Background: an optimization exercise with open tools, aiming at small area, a short achievable clock period and few clock cycles per item. Do not read the settings as production practice. At most, simulation tests tie the RTL to the original design; equivalence was not proved.

==> inputs of build 92 <==
Design radix_string_to_integer_unit, start of the top module:
module radix_string_to_integer_unit (
    input  logic                              i_clk,
    input  logic                              i_rst_n,
    input  logic                              i_valid,
    output logic                              o_ready,
    input  logic [7:0]                        i_ch,
    input  logic                              i_first,
    output logic                              o_valid,
    input  logic                              i_ready,
    output logic signed [rsti_pkg::VAL_W-1:0] o_value,
    input  logic                              i_cfg_we,
    input  logic [1:0]                        i_cfg_idx,
    input  logic [rsti_pkg::VAL_W-1:0]        i_cfg_data
);
    logic [7:0]                  r_booth;
    logic [4:0]                  r_rm1;
    logic [rsti_pkg::CNT_W-1:0]  r_digit_count;
    logic [rsti_pkg::VAL_W-1:0]  r_digits_low;
    logic [rsti_pkg::VAL_W-1:0]  r_digits_high;
  ...
export LEC_CHECK = 0
export ABC_AREA = 1
export CAP_MARGIN = 20
export CORE_MARGIN = 2
export CORE_UTILIZATION = 60
export PLACE_DENSITY = 0.75
export SETUP_SLACK_MARGIN = 2.6
export SLEW_MARGIN = 20
create_clock -name core_clock -period 6.5 [get_ports {i_clk}]
standard.sh (not shown) runs the stock make flow with config.mk's settings and CLKGATE_MAP_FILE= SYNTH_SCRIPT=/design/flow/synth_recipe.tcl, a recipe that flattens the netlist after the stock synthesis.
==> flow/flow/run.sh <==
#!/bin/bash
# Own flow: the standard layout (standard.sh, unchanged synthesis), with
# two changes: every input and output port still gets its own buffer, but a
# plain sky130_fd_sc_hd__buf_1 rather than the delay cell buffer_ports picks
# by itself; and clock tree synthesis adds no dummy loads. standard.sh's
# output goes to standard.log; each ORFS step keeps its own log under
# orfs/logs/.
set -euo pipefail
bash standard.sh "BUFFER_PORTS_ARGS=-buffer_cell sky130_fd_sc_hd__buf_1" \
  "CTS_ARGS=-sink_clustering_enable -repair_clock_nets -dont_use_dummy_load" \
  finish > standard.log 2>&1
==> trial 60 (differences from build 92) <==
Settings changed: SETUP_SLACK_MARGIN 2.6 to 2.5.
==> build 56 (differences from build 92) <==
--- a/flow/design.v
+++ b/flow/design.v
@@ -108,16 +108,17 @@
 endmodule
 module rsti_back (
     input  logic                          i_clk,
     input  logic                          i_rst_n,
     input  logic                          i_qvalid,
     input  rsti_pkg::t_tok                i_qtok,
     output logic                          o_qpop,
     input  logic [7:0]                    i_booth,
+    input  logic [7:0]                    i_booth_hi,
     input  logic [4:0]                    i_rm1,
     output logic                          o_valid,
     input  logic                          i_ready,
     output logic signed [rsti_pkg::VAL_W-1:0] o_value
 );
     localparam int LO_W = rsti_pkg::LO_W;
     localparam int HI_W = rsti_pkg::VAL_W - LO_W;
     rsti_pkg::t_phase               r_phase;
@@ -209,17 +210,17 @@
         .o_y (w_lo_mac),
         .o_c (w_lo_c),
         .o_ca (w_lo_ca),
         .o_cb (w_lo_cb)
     );
     assign w_carry = r_ca + r_cb + 5'(r_c);
     rsti_mac_hi u_mac_hi (
         .i_v (r_hi),
-        .i_b (i_booth),
+        .i_b (i_booth_hi),
         .i_c (w_carry),
         .o_y (w_hi_mac)
     );
     always_comb begin
         w_lo_load = w_pop && w_load;
         w_lo_step = w_pop && w_mac;
         w_lo_keep = !(w_lo_load || w_lo_step);
         w_hi_step = r_hmac && !w_lo_load;
@@ -1201,34 +1202,37 @@
     output logic                              o_valid,
     input  logic                              i_ready,
     output logic signed [rsti_pkg::VAL_W-1:0] o_value,
     input  logic                              i_cfg_we,
     input  logic [1:0]                        i_cfg_idx,
     input  logic [rsti_pkg::VAL_W-1:0]        i_cfg_data
 );
     logic [7:0]                  r_booth;
+    logic [7:0]                  r_booth_hn;
     logic [4:0]                  r_rm1;
     logic [rsti_pkg::CNT_W-1:0]  r_digit_count;
     logic [rsti_pkg::VAL_W-1:0]  r_digits_low;
     logic [rsti_pkg::VAL_W-1:0]  r_digits_high;
     logic                        w_qvalid;
     rsti_pkg::t_tok              w_qtok;
     logic                        w_qpop;
     always_ff @(posedge i_clk) begin
         if (!i_rst_n) begin
             r_booth       <= rsti_pkg::booth(rsti_pkg::RST_RADIX);
+            r_booth_hn    <= ~rsti_pkg::booth(rsti_pkg::RST_RADIX);
             r_rm1         <= rsti_pkg::RST_RADIX - 5'd1;
             r_digit_count <= rsti_pkg::RST_DIGIT_COUNT;
             r_digits_low  <= rsti_pkg::RST_DIGITS_LOW;
             r_digits_high <= rsti_pkg::RST_DIGITS_HIGH;
         end else if (i_cfg_we) begin
             case (i_cfg_idx)
                 rsti_pkg::REG_RADIX: begin
-                    r_booth <= rsti_pkg::booth(i_cfg_data[4:0]);
+                    r_booth    <= rsti_pkg::booth(i_cfg_data[4:0]);
+                    r_booth_hn <= ~rsti_pkg::booth(i_cfg_data[4:0]);
                     r_rm1   <= i_cfg_data[4:0] - 5'd1;
                 end
                 rsti_pkg::REG_DIGIT_COUNT: r_digit_count <= i_cfg_data[4:0];
                 rsti_pkg::REG_DIGITS_LOW:  r_digits_low  <= i_cfg_data;
                 rsti_pkg::REG_DIGITS_HIGH: r_digits_high <= i_cfg_data;
                 default: begin
                 end
             endcase
@@ -1249,14 +1253,15 @@
     );
     rsti_back u_back (
         .i_clk    (i_clk),
         .i_rst_n  (i_rst_n),
         .i_qvalid (w_qvalid),
         .i_qtok   (w_qtok),
         .o_qpop   (w_qpop),
         .i_booth  (r_booth),
+        .i_booth_hi (~r_booth_hn),
         .i_rm1    (r_rm1),
         .o_valid  (o_valid),
         .i_ready  (i_ready),
         .o_value  (o_value)
     );
 endmodule
==> flow/run.sh (new file) <==
#!/bin/bash
# synth_recipe.tcl (not shown) runs the flow's synth.tcl, then flattens the netlist and writes it again
# the make line also repeats each setting of config.mk as NAME=value (left out here)
make -C /OpenROAD-flow-scripts/flow DESIGN_CONFIG=/design/flow/config.mk WORK_HOME=/design/flow/orfs CLKGATE_MAP_FILE= SYNTH_SCRIPT=/design/flow/synth_recipe.tcl finish
Settings changed: ABC_AREA 1 to default, SETUP_SLACK_MARGIN 2.6 to 2.4.
removed: flow/flow/run.sh
removed: flow/standard.sh
==> summary of the runs <==
Trial 60 passed the timing, DRC and antenna checks. Build 92 finished clean. Build 56 ran to the end with no violations. The highest via count belongs to build 92, the lowest to build 56. Die area: build 56 is higher than trial 60 (about 3%). Against build 92, the non-clock buffer count of build 56 is higher by 5.
Testbench counts of build 92, summed over its fixed seeds: cycles 18,815, items 18,783.
Testbench counts of trial 60, summed over its fixed seeds: cycles 18,815, items 18,783.
The RTL of build 56 was laid out without a check of its function.

[port drivers added, routing unchanged]
How much do the figures lean on ideal ports? The routed layouts below were timed once more, with nothing changed but the port constraints. Step 1 assumes that a clkbuf_16 drives the clock port and a buf_2 every other input. Step 2, shift: input delay + t, output delay - t, t = (earliest + latest rising clock arrival at the registers) / 2. This alone moves slack from input paths to output paths. a / b / c = ideal / step 1 / step 2; a / b = the first two.
run	t (ns)	slack for setup (ns)	latest minus earliest clock arrival (ns)
build 92	0.596	2.570 / 2.570 / 2.464	0.078 / 0.078
trial 60	0.612	2.588 / 2.588 / 2.489	0.049 / 0.050
build 56	0.635	2.261 / 2.261 / 2.080	0.024 / 0.023
After both steps every run listed still meets setup and hold. The setup slack of build 56, which loses most, moves by 0.000 ns with the drivers and by -0.181 ns with both steps.
